From an optimization exercise on the open Yosys and OpenROAD flow, aimed at small area; shortcuts taken in it are not production practice.
Only simulation tests tie the RTL to the original design; equivalence was not proved.
Power and IR drop assume default switching activity.

== wip/maple ==
Design csma_ca_mac_controller, start of the top module:
module csma_ca_mac_controller #(
  parameter int SUB_SLOTS = csma_pkg::SUB_SLOTS_DEF
) (
  input  logic                             clk,
  input  logic                             rst,
  input  logic                             in_valid,
  output logic                             in_ready,
  input  logic [csma_pkg::KIND_W-1:0]      kind,
  input  logic [csma_pkg::MED_W-1:0]       medium_req,
  input  logic                             fcs_ok,
  input  logic                             for_us,
  input  logic                             frame_is_ack,
  input  logic                             dest_broadcast,
  input  logic                             dest_multicast,
  input  logic [csma_pkg::ADDR_W-1:0]      source_address,
  input  logic [csma_pkg::DRAW_W-1:0]      random_draw,
  output logic                             out_valid,
  input  logic                             out_ready,
  output logic [csma_pkg::ACT_W-1:0]       action,
  output logic [csma_pkg::MST_W-1:0]       mac_state,
  output logic [csma_pkg::ADDR_W-1:0]      ack_destination,
  output logic                             want_frame,
  input  logic                             cfg_valid,
  output logic                             cfg_ready,
  input  logic [csma_pkg::CFG_IDX_W-1:0]   cfg_index,
  input  logic [csma_pkg::CFG_DATA_W-1:0]  cfg_data
);
  logic [5:0] cnt;
  logic       run, take;
  assign cfg_ready = 1'b1;
  assign in_ready = take;
  assign out_valid = take;
  csma_ctrl u_ctrl (
    .clk  (clk),
    .rst  (rst),
    .take (take),
    .run  (run),
    .cnt  (cnt)
  );
  csma_dp #(.SUB_SLOTS(SUB_SLOTS)) u_dp (
    .clk             (clk),
    .rst             (rst),
    .cnt             (cnt),
    .run             (run),
    .take            (take),
    .cfg_valid       (cfg_valid),
    .cfg_index       (cfg_index),
    .cfg_data        (cfg_data),
    .in_valid        (in_valid),
    .kind            (kind),
    .medium_req      (medium_req),
    .fcs_ok          (fcs_ok),
    .for_us          (for_us),
    .frame_is_ack    (frame_is_ack),
    .dest_broadcast  (dest_broadcast),
    .dest_multicast  (dest_multicast),
    .source_address  (source_address),
  ...
export LEC_CHECK = 0
export CAP_MARGIN = 20
export CORE_MARGIN = 2
export CORE_UTILIZATION = 55
export CTS_BUF_LIST = sky130_fd_sc_hd__clkbuf_4 sky130_fd_sc_hd__clkbuf_8
export GPL_TIMING_DRIVEN = 0
export SLEW_MARGIN = 20
create_clock -name core_clock -period 11.0 [get_ports {clk}]
standard.sh (not shown) runs the stock make flow with config.mk's settings and CLKGATE_MAP_FILE= SYNTH_SCRIPT=/design/flow/synth_recipe.tcl, a recipe that flattens the netlist after the stock synthesis.
==> flow/flow/run.sh <==
#!/bin/bash
# Layout flow: the standard synthesis, then the combinational logic between the
# registers re-mapped by ABC for area (registers, their names and cells kept), then
# the standard layout with the ports buffered by the smallest buffer.
set -euo pipefail
W=$(pwd)
F=$W/flow
R=$W/orfs/results/${FLOW_PLATFORM}/csma_ca_mac_controller/base
LIB=$FLOW_HOME/platforms/${FLOW_PLATFORM}/lib/sky130_fd_sc_hd__tt_025C_1v80.lib

bash standard.sh synth > $W/std_synth.log 2>&1

SEQ=$(python3 $F/seqcells.py $LIB)
DU=$(sed -n '/DONT_USE_CELLS += /,/^#/p' $FLOW_HOME/platforms/${FLOW_PLATFORM}/config.mk \
      | grep -o "sky130_fd_sc_hd__[a-z0-9_]*" | sed 's/^/-dont_use /' | tr '\n' ' ')
cp $R/1_2_yosys.v $W/std_1_2_yosys.v
sed -e "s#@SEQ@#$SEQ#; s#@NET@#$W/std_1_2_yosys.v#; s#@TOP@#$FLOW_TOP#; \
        s#@SCRIPT@#$F/area.abc#; s#@LIB@#$LIB#g; s#@DONTUSE@#$DU#; s#@STAT@#$W/remap_stat.txt#; \
        s#@OUT@#$W/remap.v#" $F/remap.ys.in > $W/remap.ys
yosys -s $W/remap.ys > $W/remap.log 2>&1
cp $W/remap.v $R/1_2_yosys.v
touch $R/1_2_yosys.v

bash standard.sh "BUFFER_PORTS_ARGS=-buffer_cell sky130_fd_sc_hd__buf_1" finish > $W/std_layout.log 2>&1
==> flow/flow/area.abc <==
&get -n
&deepsyn -T 240
&put
dch -f
amap
topo
==> flow/flow/remap.ys.in <==
read_liberty -ignore_miss_func @LIB@
blackbox @SEQ@
read_verilog @NET@
hierarchy -top @TOP@
flatten
hierarchy -top @TOP@
opt -purge
techmap
opt -fast -purge
abc -script @SCRIPT@ -liberty @LIB@ @DONTUSE@
opt_clean -purge
hilomap -singleton -hicell sky130_fd_sc_hd__conb_1 HI -locell sky130_fd_sc_hd__conb_1 LO
insbuf -buf sky130_fd_sc_hd__buf_1 A X
splitnets
opt_clean -purge
tee -o @STAT@ stat -liberty @LIB@
write_verilog -noattr -nohex -nodec @OUT@
==> flow/flow/seqcells.py <==
#!/usr/bin/env python3
"""Print the names of a liberty file's cells that hold state (ff, latch or statetable groups)."""
import re, sys
txt = open(sys.argv[1]).read()
names = []
for m in re.finditer(r'\n\s*cell\s*\(\s*"?(\w+)"?\s*\)\s*\{', txt):
    start = m.end(); depth = 1; j = start
    while depth:
        c = txt[j]
        if c == '{': depth += 1
        elif c == '}': depth -= 1
        j += 1
    if re.search(r'\b(ff|latch|ff_bank|latch_bank|statetable)\s*\(', txt[start:j - 1]):
        names.append(m.group(1))
print(' '.join(names))
Relative to wip/maple, the following input files were edited for wip/harbor:
==> flow/flow/area.abc <==
&get -n
&deepsyn -T 240
&put
&get -n
&dch -f
&nf -a -R 1000
&put
topo
Notes after the runs:
From wip/maple to wip/harbor the numbers moved as follows: met3 routing resource usage after global routing went down by 0.40 points; via total after detailed routing saw a decrease. wip/harbor finished every step from synthesis to the final layout, and the layout passed the timing, DRC and antenna checks. Maximum number of pins on one net before global-route repair: wip/harbor < wip/maple. Side by side, area after detailed placement turned out lower in wip/harbor than in wip/maple. The clock-buffer cell count in wip/harbor sits 1 above the value recorded for wip/maple. Compared with wip/maple, wip/harbor shows count of non-CTS buffers in the layout that has gone up by a few percent.

========
## try-indigo
csma_ca_mac_controller, a different RTL version from the one above (not shown whole).
Size in the first run: about 1000 cells after synthesis, about 170 I/O pins, ~8800 um^2 of cells after synthesis.
clock: 11.0 ns
lec_check: 0
cap_margin: 20
core_margin: 2
core_utilization: 55
cts_buf_list: sky130_fd_sc_hd__clkbuf_8
cts_cluster_diameter: 150
cts_cluster_size: 40
gpl_timing_driven: 0
slew_margin: 20
==> flow/flow/area.abc <==
&get -n
&deepsyn -T 240
&put
dch -f
amap
topo
Scripts as last shown in full above: flow/flow/run.sh, flow/flow/remap.ys.in, flow/flow/seqcells.py
Looking at the reports, try-indigo completed the entire flow and the layout it produced met the timing, DRC and antenna checks.
> inputs changed (try-indigo -> try-fjord)
- CTS_CLUSTER_SIZE no longer set, was 40
- GPL_TIMING_DRIVEN no longer set, was 0
- CTS_CLUSTER_DIAMETER no longer set, was 150
- CTS_BUF_LIST now sky130_fd_sc_hd__clkbuf_4 sky130_fd_sc_hd__clkbuf_8, was sky130_fd_sc_hd__clkbuf_8
==> flow/flow/area.abc <==
strash
dc2
dch -f
if -K 6 -a
mfs
strash
dch -f
amap
topo
### Flow results
- | number of buffers added to fix hold violations after cts | try-indigo vs try-fjord | ≈ equal |
- The power share of the combinational group in try-fjord was higher than what try-indigo gave.
- try-fjord vs. try-indigo: area added between synthesis and finish went up 0.28 points, routing usage on met3 went down 0.58 points, number of fill cells in the layout went down 21.
- Between try-fjord and try-indigo, it is try-fjord whose routability-driven placement congestion ratio is lower, by 4.9%.
### try-fjord -> try-raven
- an added GPL_TIMING_DRIVEN of 0
- a change of CTS_BUF_LIST from sky130_fd_sc_hd__clkbuf_4 sky130_fd_sc_hd__clkbuf_8 to sky130_fd_sc_hd__clkbuf_16
==> flow/flow/area.abc <==
&get -n
&deepsyn -T 240
&put
dch -f
amap
topo
==> notes.md <==
try-raven: utilization is 0.24 points lower than what try-fjord reported. Of try-raven and try-fjord, the higher hold slack belongs to try-raven. Final instance area in try-raven vs try-fjord: down 230 um^2. try-raven vs try-fjord: via count down in try-raven. Diff try-fjord -> try-raven: clock power +28%, maximum fanout encountered on the critical timing path saw an increase, wire length has decreased, period utilization lost 4.1 points. The die of try-raven is smaller than the one used in try-fjord.
diff inputs: try-raven => try-onyx
- swapping sky130_fd_sc_hd__clkbuf_16 for sky130_fd_sc_hd__clkbuf_4 sky130_fd_sc_hd__clkbuf_8 in CTS_BUF_LIST
Notes after the runs:
- Compared try-raven against try-onyx; detailed router's first-iteration violation count within noise.
- try-onyx vs. try-raven: final-layout fill cell count went up by 1.3%.
- Changes observed in try-onyx relative to try-raven: final-layout clock buffer total has increased; worst reg-to-reg setup slack has increased; combinational group share of total power has increased.

## afterwards: timing with drivers on the ports
In the flow no input, the clock included, has a driving cell. The finished layouts below were timed again as built, in two steps.
Step 1 sets driving cells, clkbuf_16 on the clock port and buf_2 on the other inputs (assumed; they add their load-dependent delay and slew).
Step 2 adds t to the input delays and takes it off the output delays; t is the mean of the earliest and latest rising clock arrival at the registers after step 1. Input paths then give back, and output paths get back, about the clock's delay inside the block.
Slacks: ideal / step 1 / step 2; pairs: ideal / step 1.
run	t (ns)	setup slack, ns	worst setup path at the end	pins driven straight from the clock port
wip/maple	0.511	2.125 / 2.144 / 1.633	input to register	1
wip/harbor	0.506	1.472 / 1.450 / 1.450	input to output	1
try-indigo	0.494	2.432 / 2.405 / 2.342	input to register	1
try-fjord	0.502	2.018 / 1.998 / 1.998	input to output	1
try-raven	0.476	2.468 / 2.440 / 2.304	input to register	1
try-onyx	0.493	2.431 / 2.404 / 2.344	input to register	1
After both steps every run listed still meets setup and hold. The setup slack of wip/maple, which loses most, moves by +0.019 ns with the drivers and by -0.492 ns with both steps.
